Context: an optimization exercise on an open-source flow, tuned for small area. The choices shown serve that exercise and are no tape-out recipe. Function was checked by simulation only, so behaviour that the tests miss may differ from the original. Power figures rest on the tool's default switching activity, not on a simulated workload.

==> inputs of run a <==
==> flow/design.v <==
`timescale 1ns/1ps
module rv_comb_core (
	input  logic        clk,
	input  logic        arst_n,
	output logic [31:0] insn_addr,
	input  logic [31:0] insn,
	input  logic        insn_valid,
	output logic        insn_complete,
	output logic        trap,
	output logic [4:0]  rs1_addr,
	output logic [4:0]  rs2_addr,
	output logic [4:0]  rd_addr,
	output logic        rs1_request,
	output logic        rs2_request,
	output logic        rd_request,
	input  logic [31:0] rs1_rdata,
	input  logic [31:0] rs2_rdata,
	output logic [31:0] rd_wdata,
	input  logic        rs1_ready,
	input  logic        rs2_ready,
	input  logic        rd_ready,
	output logic        mem_valid,
	input  logic        mem_ready,
	output logic [31:0] mem_addr,
	output logic [31:0] mem_wdata,
	output logic [3:0]  mem_wstrb,
	output logic [3:0]  mem_rmask,
	input  logic [31:0] mem_rdata
);
	logic [31:1] pc;
	logic [31:0] pc_full;
	assign pc_full = {pc, 1'b0};
	assign insn_addr = pc_full;
	logic [4:0] o;
	logic [2:0] f3;
	logic [6:0] f7;
	assign o  = insn[6:2];
	assign f3 = insn[14:12];
	assign f7 = insn[31:25];
	logic op_lui, op_auipc, op_jal, op_jalr, op_branch, op_load, op_store, op_imm, op_reg;
	assign op_lui    = (o == 5'b01101);
	assign op_auipc  = (o == 5'b00101);
	assign op_jal    = (o == 5'b11011);
	assign op_jalr   = (o == 5'b11001);
	assign op_branch = (o == 5'b11000);
	assign op_load   = (o == 5'b00000);
	assign op_store  = (o == 5'b01000);
	assign op_imm    = (o == 5'b00100);
	assign op_reg    = (o == 5'b01100);
	logic legal;
	always_comb begin
		legal = 1'b0;
		if (insn[1:0] == 2'b11) begin
			if (op_lui || op_auipc || op_jal) legal = 1'b1;
			if (op_jalr && f3 == 3'b000) legal = 1'b1;
			if (op_branch && f3[2:1] != 2'b01) legal = 1'b1;
			if (op_load && f3[1:0] != 2'b11 && f3 != 3'b110) legal = 1'b1;
			if (op_store && !f3[2] && f3[1:0] != 2'b11) legal = 1'b1;
			if (op_imm && (f3[1:0] != 2'b01 || f7 == 7'b0000000 || (f3[2] && f7 == 7'b0100000))) legal = 1'b1;
			if (op_reg && (f7 == 7'b0000000 || (f7 == 7'b0100000 && (f3 == 3'b000 || f3 == 3'b101)))) legal = 1'b1;
		end
	end
	logic v;
	assign v = insn_valid && legal;
	assign trap = insn_valid && !legal;
	logic use_rs1, use_rs2, use_rd;
	assign use_rs1 = op_jalr || op_branch || op_load || op_store || op_imm || op_reg;
	assign use_rs2 = op_branch || op_store || op_reg;
	assign use_rd  = op_lui || op_auipc || op_jal || op_jalr || op_load || op_imm || op_reg;
	logic nz1, nz2, nzd;
	assign nz1 = |insn[19:15];
	assign nz2 = |insn[24:20];
	assign nzd = |insn[11:7];
	assign rs1_addr = insn[19:15];
	assign rs2_addr = insn[24:20];
	assign rd_addr  = insn[11:7];
	assign rs1_request = v && use_rs1 && nz1;
	assign rs2_request = v && use_rs2 && nz2;
	assign rd_request  = v && use_rd && nzd;
	assign mem_valid   = v && (op_load || op_store);
	assign insn_complete = insn_valid &&
		(!rs1_request || rs1_ready) && (!rs2_request || rs2_ready) &&
		(!rd_request || rd_ready) && (!mem_valid || mem_ready);
	logic d_lui, d_auipc, d_jal, d_jalr, d_branch, d_load, d_alu, d_reg, d_store;
	assign d_lui    = o[3] & o[2] & o[0];
	assign d_auipc  = ~o[3] & o[2] & o[0];
	assign d_jal    = o[1];
	assign d_jalr   = o[4] & o[0] & ~o[1];
	assign d_branch = o[4] & ~o[0];
	assign d_load   = ~o[4] & ~o[3] & ~o[2];
	assign d_store  = ~o[4] & o[3] & ~o[2];
	assign d_alu    = o[2] & ~o[0];
	assign d_reg    = o[3] & o[2] & ~o[0];
	logic a_rs1, a_rev, a_pc, sleft;
	assign sleft = d_alu & (f3 == 3'b001);
	assign a_rs1 = nz1 & (~o[0] | d_jalr) & ~sleft;
	assign a_rev = nz1 & sleft;
	assign a_pc  = o[0] & ~(o[3] & o[2]) & ~d_jalr;
	logic [31:0] a;
	genvar i;
	generate
		for (i = 0; i < 32; i = i + 1) begin : g_opa
			assign a[i] = (rs1_rdata[i] & a_rs1) | (rs1_rdata[31-i] & a_rev) | (pc_full[i] & a_pc);
		end
	endgenerate
	logic [31:0] r2;
	assign r2 = rs2_rdata & {32{nz2}};
	logic imm_u, imm_j, imm_uj;
	assign imm_u  = o[2] & o[0];
	assign imm_j  = o[1];
	assign imm_uj = imm_u | imm_j;
	logic [31:0] imm_a;
	assign imm_a[0]     = imm_uj ? 1'b0 : d_store ? insn[7] : insn[20];
	assign imm_a[4:1]   = imm_u ? 4'b0 : d_store ? insn[11:8] : insn[24:21];
	assign imm_a[10:5]  = imm_u ? 6'b0 : insn[30:25];
	assign imm_a[11]    = imm_u ? 1'b0 : imm_j ? insn[20] : insn[31];
	assign imm_a[19:12] = imm_uj ? insn[19:12] : {8{insn[31]}};
	assign imm_a[31:20] = imm_u ? insn[31:20] : {12{insn[31]}};
	logic b_reg;
	assign b_reg = d_reg | d_branch;
	logic [31:0] b;
	assign b = b_reg ? r2 : imm_a;
	logic sub;
	assign sub = d_branch | (d_alu & ((f3[2:1] == 2'b01) | (d_reg & (f3 == 3'b000) & insn[30])));
	logic [31:0] bb, p, g, sum;
	logic [32:0] c;
	assign bb = b ^ {32{sub}};
	assign p  = a ^ bb;
	assign g  = a & bb;
	logic kill;
	logic [31:0] gk;
	assign kill = d_alu & f3[2] & ~(f3[1:0] == 2'b01);
	assign gk = g & {32{~kill}};
	logic [7:0] gg, gp;
	assign c[0] = sub;
	generate
		for (i = 0; i < 8; i = i + 1) begin : g_grp
			assign gg[i] = gk[4*i+3] | (p[4*i+3] & gk[4*i+2]) | (p[4*i+3] & p[4*i+2] & gk[4*i+1]) |
				(p[4*i+3] & p[4*i+2] & p[4*i+1] & gk[4*i]);
			assign gp[i] = &p[4*i+3:4*i];
			assign c[4*i+1] = gk[4*i] | (p[4*i] & c[4*i]);
			assign c[4*i+2] = gk[4*i+1] | (p[4*i+1] & c[4*i+1]);
			assign c[4*i+3] = gk[4*i+2] | (p[4*i+2] & c[4*i+2]);
			assign c[4*i+4] = gg[i] | (gp[i] & c[4*i]);
		end
	endgenerate
	assign sum = p ^ c[31:0];
	logic ltu, lt, eq, lts, taken;
	assign ltu = ~c[32];
	assign lt  = ltu ^ a[31] ^ b[31];
	assign eq  = &p;
	assign lts = (d_branch ? f3[1] : f3[0]) ? ltu : lt;
	assign taken = ((f3[2] ? lts : eq)) ^ f3[0];
	logic [4:0]  shamt;
	logic        sfill;
	logic [31:0] s0, s1, s2, s3, s4, shl;
	assign shamt = b[4:0];
	assign sfill = insn[30] & a[31] & f3[2];
	generate
		for (i = 0; i < 32; i = i + 1) begin : g_rev
			assign shl[i] = s4[31-i];
		end
	endgenerate
	assign s0 = shamt[0] ? {sfill, a[31:1]} : a;
	assign s1 = shamt[1] ? {{2{sfill}}, s0[31:2]} : s0;
	assign s2 = shamt[2] ? {{4{sfill}}, s1[31:4]} : s1;
	assign s3 = shamt[3] ? {{8{sfill}}, s2[31:8]} : s2;
	assign s4 = shamt[4] ? {{16{sfill}}, s3[31:16]} : s3;
	logic [31:0] imm_p;
	assign imm_p[4:2]   = d_branch ? insn[11:9] : 3'b001;
	assign imm_p[0]     = 1'b0;
	assign imm_p[1]     = d_branch & insn[8];
	assign imm_p[10:5]  = insn[30:25] & {6{d_branch}};
	assign imm_p[11]    = d_branch & insn[7];
	assign imm_p[31:12] = {20{d_branch & insn[31]}};
	logic [31:0] pt;
	logic [32:1] pc_c;
	assign pt[0] = 1'b0;
	assign pc_c[1] = 1'b0;
	generate
		for (i = 1; i < 32; i = i + 1) begin : g_pca
			assign pt[i] = pc_full[i] ^ imm_p[i] ^ pc_c[i];
			assign pc_c[i+1] = (pc_full[i] & imm_p[i]) | ((pc_full[i] ^ imm_p[i]) & pc_c[i]);
		end
	endgenerate
	logic        en;
	logic [31:1] inc;
	logic [32:2] ic;
	assign en = insn_complete && !trap;
	assign inc[1] = pc[1];
	assign ic[2] = en;
	generate
		for (i = 2; i < 32; i = i + 1) begin : g_inc
			assign inc[i] = pc[i] ^ ic[i];
			assign ic[i+1] = pc[i] & ic[i];
		end
	endgenerate
	logic [31:0] ld;
	logic        lsign;
	assign lsign = ~f3[2] & (f3[0] ? mem_rdata[15] : mem_rdata[7]);
	assign ld[7:0]   = mem_rdata[7:0];
	assign ld[15:8]  = (f3[1:0] == 2'b00) ? {8{lsign}} : mem_rdata[15:8];
	assign ld[31:16] = f3[1] ? mem_rdata[31:16] : {16{lsign}};
	always_comb begin
		if (d_load) rd_wdata = ld;
		else if (d_jal | d_jalr) rd_wdata = pt;
		else if (o[0]) rd_wdata = sum;  
		else begin
			case (f3)
				3'b000:  rd_wdata = sum;
				3'b001:  rd_wdata = shl;
				3'b010, 3'b011: rd_wdata = {31'b0, lts};
				3'b100:  rd_wdata = sum;
				3'b101:  rd_wdata = s4;
				3'b110:  rd_wdata = sum | g;
				default: rd_wdata = g;
			endcase
		end
	end
	logic [3:0] msk;
	assign msk = {f3[1], f3[1], f3[1] | f3[0], 1'b1};
	assign mem_addr  = sum;
	assign mem_wdata = r2;
	assign mem_wstrb = d_store ? msk : 4'b0;
	assign mem_rmask = d_store ? 4'b0 : msk;
	logic [31:1] pc_d;
	always_comb begin
		if (en & (d_jal | d_jalr)) pc_d = sum[31:1];
		else if (en & d_branch & taken) pc_d = pt[31:1];
		else pc_d = inc;
	end
	always_ff @(posedge clk or negedge arst_n) begin
		if (!arst_n) pc <= 31'b0;
		else pc <= pc_d;
	end
endmodule
==> flow/flow/run.sh <==
#!/bin/bash
# Own layout flow: the standard flow, with two changes:
#  - synthesis maps with our own ABC script (flow/area.abc: area recovery under a delay target)
#    instead of ORFS's speed script, and leaves full/half adders to ABC rather than extracting
#    them first; everything else in synthesis is the standard script;
#  - ports are buffered with the smallest buffer (buf_1) instead of the default choice;
#  - the clock tree uses small clock buffers and no dummy loads;
#  - after global routing, gates with timing slack to spare are downsized.
set -euo pipefail
W=$PWD
# Synthesis script: synth_recipe.tcl with the abc command given our own ABC script
{
  head -n 1 synth_recipe.tcl
  cat <<EOT
proc extract_fa {args} {}
proc abc {args} {
  set i [lsearch -exact \$args -script]
  if {\$i >= 0} { set args [lreplace \$args \$i [expr {\$i + 1}]] }
  set j [lsearch -exact \$args -D]
  if {\$j >= 0} { set args [lreplace \$args \$j [expr {\$j + 1}]] }
  yosys abc -script $W/flow/area.abc {*}\$args
}
EOT
  tail -n +2 synth_recipe.tcl
} > own_synth.tcl
sed "s#SYNTH_SCRIPT=[^ ]*#SYNTH_SCRIPT=$W/own_synth.tcl#" standard.sh > own_standard.sh
export BUFFER_PORTS_ARGS="-buffer_cell sky130_fd_sc_hd__buf_1"
# Clock tree: the design has 31 flip-flops, so small clock buffers and no dummy loads
# After global routing, downsize gates off the critical paths (repair_timing -recover_power)
export RECOVER_POWER=100
export CTS_ARGS="-sink_clustering_enable -repair_clock_nets -buf_list {sky130_fd_sc_hd__clkbuf_4 sky130_fd_sc_hd__clkbuf_8} -dont_use_dummy_load"
bash own_standard.sh > own_flow.log 2>&1
==> flow/flow/area.abc <==
strash
dc2
balance
 rewrite
 refactor
 balance
 rewrite
 rewrite -z
 balance
 refactor -z
 rewrite -z
 balance
dch -f
amap
topo
==> flow/standard.sh <==
#!/bin/bash
# synth_recipe.tcl (not shown) runs the flow's synth.tcl, then flattens the netlist and writes it again
# the make line also repeats each setting of config.mk as NAME=value (left out here)
make -C /OpenROAD-flow-scripts/flow DESIGN_CONFIG=/design/flow/config.mk WORK_HOME=/design/flow/orfs CLKGATE_MAP_FILE= SYNTH_SCRIPT=/design/flow/synth_recipe.tcl "${@:-finish}"
==> flow/config.mk <==
export PLATFORM = sky130hd
export DESIGN_NAME = rv_comb_core
export DESIGN_NICKNAME = rv_comb_core
export VERILOG_FILES = /design/flow/design.v
export SDC_FILE = /design/flow/constraint.sdc
export NUM_CORES = 4
export LEC_CHECK = 0
export CAP_MARGIN = 0
export CORE_MARGIN = 2
export CORE_UTILIZATION = 40
export SETUP_SLACK_MARGIN = 0.05
export SLEW_MARGIN = 0
==> flow/constraint.sdc <==
create_clock -name core_clock -period 13.0 [get_ports {clk}]
set_input_delay 2.6000 -clock core_clock [delete_from_list [all_inputs] [get_ports {clk}]]
set_output_delay 2.6000 -clock core_clock [all_outputs]
set_load 0.01 [all_outputs]
==> run b: changes against run a <==
--- a/flow/design.v
+++ b/flow/design.v
@@ -132,7 +132,7 @@
 	assign kill = d_alu & f3[2] & ~(f3[1:0] == 2'b01);
 	assign gk = g & {32{~kill}};
 	logic [7:0] gg, gp;
-	assign c[0] = sub;
+	logic       hg, hp;
 	generate
 		for (i = 0; i < 8; i = i + 1) begin : g_grp
 			assign gg[i] = gk[4*i+3] | (p[4*i+3] & gk[4*i+2]) | (p[4*i+3] & p[4*i+2] & gk[4*i+1]) |
@@ -141,9 +141,19 @@
 			assign c[4*i+1] = gk[4*i] | (p[4*i] & c[4*i]);
 			assign c[4*i+2] = gk[4*i+1] | (p[4*i+1] & c[4*i+1]);
 			assign c[4*i+3] = gk[4*i+2] | (p[4*i+2] & c[4*i+2]);
-			assign c[4*i+4] = gg[i] | (gp[i] & c[4*i]);
-		end
-	endgenerate
+		end
+	endgenerate
+	assign hg = gg[3] | (gp[3] & gg[2]) | (gp[3] & gp[2] & gg[1]) | (gp[3] & gp[2] & gp[1] & gg[0]);
+	assign hp = &gp[3:0];
+	assign c[0]  = sub;
+	assign c[4]  = gg[0] | (gp[0] & c[0]);
+	assign c[8]  = gg[1] | (gp[1] & c[4]);
+	assign c[12] = gg[2] | (gp[2] & c[8]);
+	assign c[16] = hg | (hp & c[0]);
+	assign c[20] = gg[4] | (gp[4] & c[16]);
+	assign c[24] = gg[5] | (gp[5] & c[20]);
+	assign c[28] = gg[6] | (gp[6] & c[24]);
+	assign c[32] = gg[7] | (gp[7] & c[28]);
 	assign sum = p ^ c[31:0];
 	logic ltu, lt, eq, lts, taken;
 	assign ltu = ~c[32];
@@ -201,34 +211,27 @@
 	assign ld[7:0]   = mem_rdata[7:0];
 	assign ld[15:8]  = (f3[1:0] == 2'b00) ? {8{lsign}} : mem_rdata[15:8];
 	assign ld[31:16] = f3[1] ? mem_rdata[31:16] : {16{lsign}};
-	always_comb begin
-		if (d_load) rd_wdata = ld;
-		else if (d_jal | d_jalr) rd_wdata = pt;
-		else if (o[0]) rd_wdata = sum;  
-		else begin
-			case (f3)
-				3'b000:  rd_wdata = sum;
-				3'b001:  rd_wdata = shl;
-				3'b010, 3'b011: rd_wdata = {31'b0, lts};
-				3'b100:  rd_wdata = sum;
-				3'b101:  rd_wdata = s4;
-				3'b110:  rd_wdata = sum | g;
-				default: rd_wdata = g;
-			endcase
-		end
-	end
+	logic e_ld, e_link, e_sum, e_g, e_shr, e_shl, e_slt;
+	assign e_ld   = d_load;
+	assign e_link = o[4] & o[0];
+	assign e_sum  = (o[2] & o[0]) | (d_alu & ~f3[0] & ~(f3[1] & ~f3[2]));
+	assign e_g    = d_alu & f3[2] & f3[1];
+	assign e_shr  = d_alu & f3[2] & ~f3[1] & f3[0];
+	assign e_shl  = d_alu & ~f3[2] & ~f3[1] & f3[0];
+	assign e_slt  = d_alu & ~f3[2] & f3[1];
+	assign rd_wdata = (ld & {32{e_ld}}) | (pt & {32{e_link}}) | (sum & {32{e_sum}}) |
+		(g & {32{e_g}}) | (s4 & {32{e_shr}}) | (shl & {32{e_shl}}) | {31'b0, lts & e_slt};
 	logic [3:0] msk;
 	assign msk = {f3[1], f3[1], f3[1] | f3[0], 1'b1};
 	assign mem_addr  = sum;
 	assign mem_wdata = r2;
 	assign mem_wstrb = d_store ? msk : 4'b0;
 	assign mem_rmask = d_store ? 4'b0 : msk;
+	logic e_j, e_bt;
 	logic [31:1] pc_d;
-	always_comb begin
-		if (en & (d_jal | d_jalr)) pc_d = sum[31:1];
-		else if (en & d_branch & taken) pc_d = pt[31:1];
-		else pc_d = inc;
-	end
+	assign e_j  = en & o[4] & o[0];
+	assign e_bt = en & d_branch & taken;
+	assign pc_d = (sum[31:1] & {31{e_j}}) | (pt[31:1] & {31{e_bt}}) | (inc & {31{~(e_j | e_bt)}});
 	always_ff @(posedge clk or negedge arst_n) begin
 		if (!arst_n) pc <= 31'b0;
 		else pc <= pc_d;
==> flow/flow/run.sh (replaced) <==
#!/bin/bash
# Own layout flow: the standard flow, with these changes:
#  - synthesis maps with our own ABC script (flow/area.abc: area recovery under a delay target)
#    instead of ORFS's speed script, and leaves full/half adders to ABC rather than extracting
#    them first; everything else in synthesis is the standard script;
#  - ports are buffered with the smallest buffer (buf_1) instead of the default choice;
#  - the clock tree uses small clock buffers and no dummy loads.
set -euo pipefail
W=$PWD
# Synthesis script: synth_recipe.tcl with the abc command given our own ABC script
{
  head -n 1 synth_recipe.tcl
  cat <<EOT
proc extract_fa {args} {}
proc abc {args} {
  set i [lsearch -exact \$args -script]
  if {\$i >= 0} { set args [lreplace \$args \$i [expr {\$i + 1}]] }
  set j [lsearch -exact \$args -D]
  if {\$j >= 0} { set args [lreplace \$args \$j [expr {\$j + 1}]] }
  yosys abc -script $W/flow/area.abc {*}\$args
}
EOT
  tail -n +2 synth_recipe.tcl
} > own_synth.tcl
sed "s#SYNTH_SCRIPT=[^ ]*#SYNTH_SCRIPT=$W/own_synth.tcl#" standard.sh > own_standard.sh
export BUFFER_PORTS_ARGS="-buffer_cell sky130_fd_sc_hd__buf_1"
# Clock tree: the design has 31 flip-flops, so small clock buffers and no dummy loads
export CTS_ARGS="-sink_clustering_enable -repair_clock_nets -buf_list {sky130_fd_sc_hd__clkbuf_4 sky130_fd_sc_hd__clkbuf_8} -dont_use_dummy_load"
bash own_standard.sh > own_flow.log 2>&1
==> flow/flow/area.abc (replaced) <==
strash
balance
rewrite
refactor
balance
rewrite
rewrite -z
balance
refactor -z
rewrite -z
balance
dc2
balance
rewrite
refactor
balance
rewrite
rewrite -z
balance
refactor -z
rewrite -z
balance
dch -f
amap
topo
Settings changed: CAP_MARGIN 0 to 20, SETUP_SLACK_MARGIN 0.05 to -0.1, SLEW_MARGIN 0 to 20.
==> run c: changes against run a <==
==> flow/flow/run.sh (replaced) <==
#!/bin/bash
# Own layout flow: the standard flow, with two changes:
#  - synthesis maps with our own ABC script (flow/area.abc: area recovery under a delay target)
#    instead of ORFS's speed script, and leaves full/half adders to ABC rather than extracting
#    them first; everything else in synthesis is the standard script;
#  - ports are buffered with the smallest buffer (buf_1) instead of the default choice.
set -euo pipefail
W=$PWD
# Synthesis script: synth_recipe.tcl with the abc command given our own ABC script
{
  head -n 1 synth_recipe.tcl
  cat <<EOT
proc extract_fa {args} {}
proc abc {args} {
  set i [lsearch -exact \$args -script]
  if {\$i >= 0} { set args [lreplace \$args \$i [expr {\$i + 1}]] }
  set j [lsearch -exact \$args -D]
  if {\$j >= 0} { set args [lreplace \$args \$j [expr {\$j + 1}]] }
  yosys abc -script $W/flow/area.abc {*}\$args
}
EOT
  tail -n +2 synth_recipe.tcl
} > own_synth.tcl
sed "s#SYNTH_SCRIPT=[^ ]*#SYNTH_SCRIPT=$W/own_synth.tcl#" standard.sh > own_standard.sh
export BUFFER_PORTS_ARGS="-buffer_cell sky130_fd_sc_hd__buf_1"
bash own_standard.sh > own_flow.log 2>&1
Settings changed: CAP_MARGIN 0 to 20, SETUP_SLACK_MARGIN 0.05 to 0.1, SLEW_MARGIN 0 to 20.
==> flow_summary.yaml <==
yosys:
  synth_area_leaders: "o21ai_0 (13%), o22ai_1 (10%), nor2_1 (10%), dfrtp_1 (10%), clkinv_1 (7.6%)"
  yosysSeqAreaShare_pct: 10.1
  avgSynthCellArea_um2: 5.85
critical_path:
  reg2reg_setup_slack_ns: 4.71
route:
  drt_pass1_iterations: 9
  drt_iter0_drc: 1598
timing:
  drv_slew: 0
layout:
  area_growth_pct: 24.5
  drive_above_1_share_pct: 5.77
  comb.multi_input.count: 1111
  final_area_um2: 9600
  fin_nets: 1784
hold_path:
  whs_endpoint: "pc[1]$_DFF_PN0_"
outcome:
  status: "timing/DRC/antenna clean"
pwr:
  max-vdd-ir-drop_mv: 0.0638
  power.density_nw_per_um2: 109
clock_tree:
  clock_latency_ns: 0.32
-- figures above: run b

==> flow_summary.yaml <==
layout:
  area_growth_pct: 29.7
  n_antenna_cell: 0
  drive_above_1_share_pct: 9.27
  comb.multi_input.count: 1228
  final_area_um2: 10600
  fin_cells: 2082
  fillerInstances: 2272
outcome:
  status: "finished with violations"
  so_faults: "max-capacitance violations, max-slew violations"
die:
  rows: 52
timing:
  drv_slew: 60
clock_tree:
  clock_latency_ns: 0.33
pwr:
  max-vdd-ir-drop_mv: 0.0755
  power.density_nw_per_um2: 129
hold_path:
  whs_endpoint: "pc[1]$_DFFE_PN0P_"
flow_run:
  cap_viol_max_count: 2
yosys:
  synth_area_leaders: "o21ai_0 (13%), nor2_1 (11%), o22ai_1 (11%), dfrtp_1 (9.5%), a21oi_1 (9.2%)"
grt:
  grt_use_met3_pct: 7.52
placed_design:
  port_buffers: 290
route:
  drt_iter0_drc: 1744
  drt_pass1_iterations: 8
critical_path:
  reg2reg_setup_slack_ns: 3.45
-- figures above: run a

==> flow_summary.yaml <==
die:
  nWellTaps: 270
grt:
  grt_use_met3_pct: 8.07
timing:
  drv_slew: 0
critical_path:
  startpoint: "insn[2]"
  reg2reg_setup_slack_ns: 4.87
yosys:
  netlist_instances: 1447
  avgSynthCellArea_um2: 5.67
  yosysSeqAreaShare_pct: 9.46
layout:
  comb.multi_input.count: 1228
  area_growth_pct: 31.9
  fin_nets: 1954
outcome:
  status: "timing/DRC/antenna clean"
route:
  vias_per_cell: 6.42
  drt_pass1_iterations: 9
clock_tree:
  clock_latency_ns: 0.31
hold_path:
  whs_endpoint: "pc[1]$_DFFE_PN0P_"
-- figures above: run c

## afterwards: timing with drivers on the ports
Ports are ideal in the flow. The routed layouts listed here were re-timed in OpenROAD. Step 1 (the two cells are an assumption about what drives the block):
set clk [get_ports {clk}]
set_driving_cell -lib_cell sky130_fd_sc_hd__clkbuf_16 $clk
set_driving_cell -lib_cell sky130_fd_sc_hd__buf_2 [delete_from_list [all_inputs] $clk]
Step 2, shift: input delay + t, output delay - t, t = (earliest + latest rising clock arrival at the registers) / 2. This alone moves slack from input paths to output paths. Three values: ideal ports, drivers, drivers and shift; two values: the first two.
run | shift t [ns] | setup WS [ns] | hold WS [ns] | worst register clock-pin slew, ns | pins driven straight from the clock port
run a | 0.366 | 0.549 / 0.521 / 0.380 | 0.623 / 0.623 / 0.623 | 0.09 / 0.09 | 1
run b | 0.355 | 0.592 / 0.556 / 0.556 | 0.622 / 0.622 / 0.622 | 0.08 / 0.08 | 1
run c | 0.354 | 0.477 / 0.455 / 0.455 | 0.620 / 0.620 / 0.620 | 0.08 / 0.08 | 1
For run a, which loses most, drivers alone change the setup slack by -0.028 ns; drivers and shift together by -0.169 ns.
